From an optimization exercise on the open Yosys and OpenROAD flow, aimed at small area; shortcuts taken in it are not production practice.
The RTL was checked by simulation tests, not by an equivalence proof against the original design.
The flow treats the clock pin as an ideal source. Dropping or thinning the clock tree relies on that and would not hold on a real chip.

Setup of the reference run:
==> flow/design.v (excerpt) <==
module rhythmGameTop (
	input  logic DIV_CLK,
	input  logic reset,
	input  logic start,
	input  logic pause,
	input  logic frameTick,
	input  logic [rhythmPkg::LANE_COUNT-1:0] laneButtons,
	input  logic [rhythmPkg::POS_W-1:0] pixelX,
	input  logic [rhythmPkg::POS_W-1:0] pixelY,
	input  logic displayArea,
	output logic vgaRed,
	output logic vgaGreen,
	output logic vgaBlue,
	output logic [3:0] anodes,
	output logic [6:0] segments
);
Size: roughly 47 flip-flops, roughly 43 I/O pins, about 0.0028 mm² of cells after synthesis.
==> module laneRenderer, before the edit <==
module laneRenderer (
	input  logic DIV_CLK,
	input  logic reset,
	input  logic [rhythmPkg::POS_W-1:0] pixelX,
	input  logic [rhythmPkg::POS_W-1:0] pixelY,
	input  logic displayArea,
	input  logic [rhythmPkg::LANE_COUNT-1:0] laneButtons,
	input  logic [rhythmPkg::PHASE_W-1:0] phaseDown,
	input  logic [rhythmPkg::ROWS_W-1:0] rowCount,
	output logic vgaRed,
	output logic vgaGreen,
	output logic vgaBlue
);
	logic [LANE_COUNT-1:0] inCols;
	logic [LANE_COUNT-1:0] noteHit;
	logic bar;
	logic [POS_W:0] u;                           
	logic [4:0] g;                               
	logic near;
	logic [LANE_COUNT-1:0] notes;
	assign inCols[0] = pixelX <= 10'd199;
	assign inCols[1] = pixelX >= 10'd220 && pixelX <= 10'd419;
	assign inCols[2] = pixelX >= 10'd440 && pixelX <= 10'd639;
	assign u = {1'b0, pixelY} + {5'b0, phaseDown} + 11'd21;
	assign g = u[POS_W:6];
	assign near = u[5:0] <= 6'd40 && g != 5'd0
		&& (g[4:3] == 2'd0 || (g == 5'd8 && phaseDown >= 6'd20));
	rowsBack back (.rowCount, .g(g[3:0]), .notes);
	assign noteHit = (near ? notes : '0) & inCols;
	assign bar = |(inCols & laneButtons) && pixelY >= 10'd410 && pixelY <= 10'd450;
	always_ff @(posedge DIV_CLK or posedge reset)
	begin
		if (reset)
		begin
			vgaRed <= 1'b0;
			vgaGreen <= 1'b0;
			vgaBlue <= 1'b0;
		end
		else
		begin
			vgaRed <= displayArea && (noteHit[0] || bar);
			vgaGreen <= displayArea && (noteHit[1] || bar);
			vgaBlue <= displayArea && (noteHit[2] || bar);
		end
	end
endmodule
export LEC_CHECK = 0
export CAP_MARGIN = 20
export CORE_MARGIN = 2
export CORE_UTILIZATION = 40
export SLEW_MARGIN = 20
create_clock -name core_clock -period 7.0 [get_ports {DIV_CLK}]
standard.sh (not shown) runs the stock make flow with config.mk's settings and CLKGATE_MAP_FILE= SYNTH_SCRIPT=/design/flow/synth_recipe.tcl, a recipe that flattens the netlist after the stock synthesis.
==> flow/flow/run.sh <==
#!/bin/bash
# The standard layout (standard.sh) with three changes: an area-oriented
# synthesis (synth.tcl: ABC with deepsyn, adders left to ABC), the smallest
# buffer on the ports, and a few clock buffers in place of the clock tree
# (cts_hook.tcl). Its output goes to standard_flow.log; ORFS's own logs are
# under orfs/logs.
set -euo pipefail
W=$(pwd)
F=$W/flow
export OWN_ABC_SCRIPT=$F/abc_area.script
export BUFFER_PORTS_ARGS="-buffer_cell sky130_fd_sc_hd__buf_1"
export PRE_CTS_TCL=$F/cts_hook.tcl
export OWN_CLK_BUFS=${OWN_CLK_BUFS:-3}
export OWN_CLK_BUF=${OWN_CLK_BUF:-sky130_fd_sc_hd__clkbuf_8}
bash standard.sh SYNTH_SCRIPT=$F/synth.tcl finish > $W/standard_flow.log 2>&1
Other scripts of this flow, unchanged in this note and not shown: flow/flow/abc_area.script, flow/flow/cts_hook.tcl, flow/flow/synth.tcl
The reference run ended with every stage complete and zero timing, DRC or antenna violations.
Setup changes, the reference run to the trial run
-- flow/design.v --
<<< the reference run, line 141
	logic bar;
	logic [POS_W:0] u;                           
	logic [4:0] g;                               
	logic near;
>>> the trial run, line 141
	logic bar;
	logic [POS_W:0] u;                           
	logic [7:0] uLow;                            
	logic [4:0] g;                               
	logic near;
<<< the reference run, line 147
	assign inCols[1] = pixelX >= 10'd220 && pixelX <= 10'd419;
	assign inCols[2] = pixelX >= 10'd440 && pixelX <= 10'd639;
	assign u = {1'b0, pixelY} + {5'b0, phaseDown} + 11'd21;
	assign g = u[POS_W:6];
	assign near = u[5:0] <= 6'd40 && g != 5'd0
>>> the trial run, line 148
	assign inCols[1] = pixelX >= 10'd220 && pixelX <= 10'd419;
	assign inCols[2] = pixelX >= 10'd440 && pixelX <= 10'd639;
	assign uLow = {2'b0, pixelY[5:0]} + {2'b0, phaseDown} + 8'd21;
	assign u = {uLow[7:6] + {1'b0, pixelY[9:6]}, uLow[5:0]};
	assign g = u[POS_W:6];
	assign near = u[5:0] <= 6'd40 && g != 5'd0
## What came out
The trial run ends up with lower wire length of the first global-routing pass than the reference run does. Looking at hold slack, the trial run sits 0.0045 ns above the reference run. In the flow results for the trial run and the reference run, the sequential share of layout area is smaller on the reference run. Net total in the final layout | the trial run below the reference run. The reference run -> the trial run: first-pass iteration count of the detailed router delta 0, exact match.
In every run of this note, the design's own scripts or RTL, not TritonCTS, make the clock network.

## what the ideal ports hide
In the flow no input, the clock included, has a driving cell. The finished layouts below were timed again as built, in two steps. Step 1: set_driving_cell puts a clkbuf_16 on DIV_CLK and a buf_2 on each other input, an assumption about the parent block. Step 2 times the ports against the registers' clock, not the clock port: input delays grow and output delays shrink by t, the midpoint of the rising clock arrivals with the driver on. Three values: ideal ports, drivers, drivers and shift; two values: the first two.
| run | t (ns) | setup slack, ns | slew at the worst register clock pin (ns) |
|---|---|---|---|
| the reference run | 0.197 | 2.127 / 2.142 / 1.945 | 0.10 / 0.10 |
| the trial run | 0.195 | 2.080 / 2.106 / 1.911 | 0.09 / 0.09 |
After both steps setup and hold are still met in every run listed. The setup slack of the reference run, which loses most, moves by +0.015 ns with the drivers and by -0.182 ns with both steps.
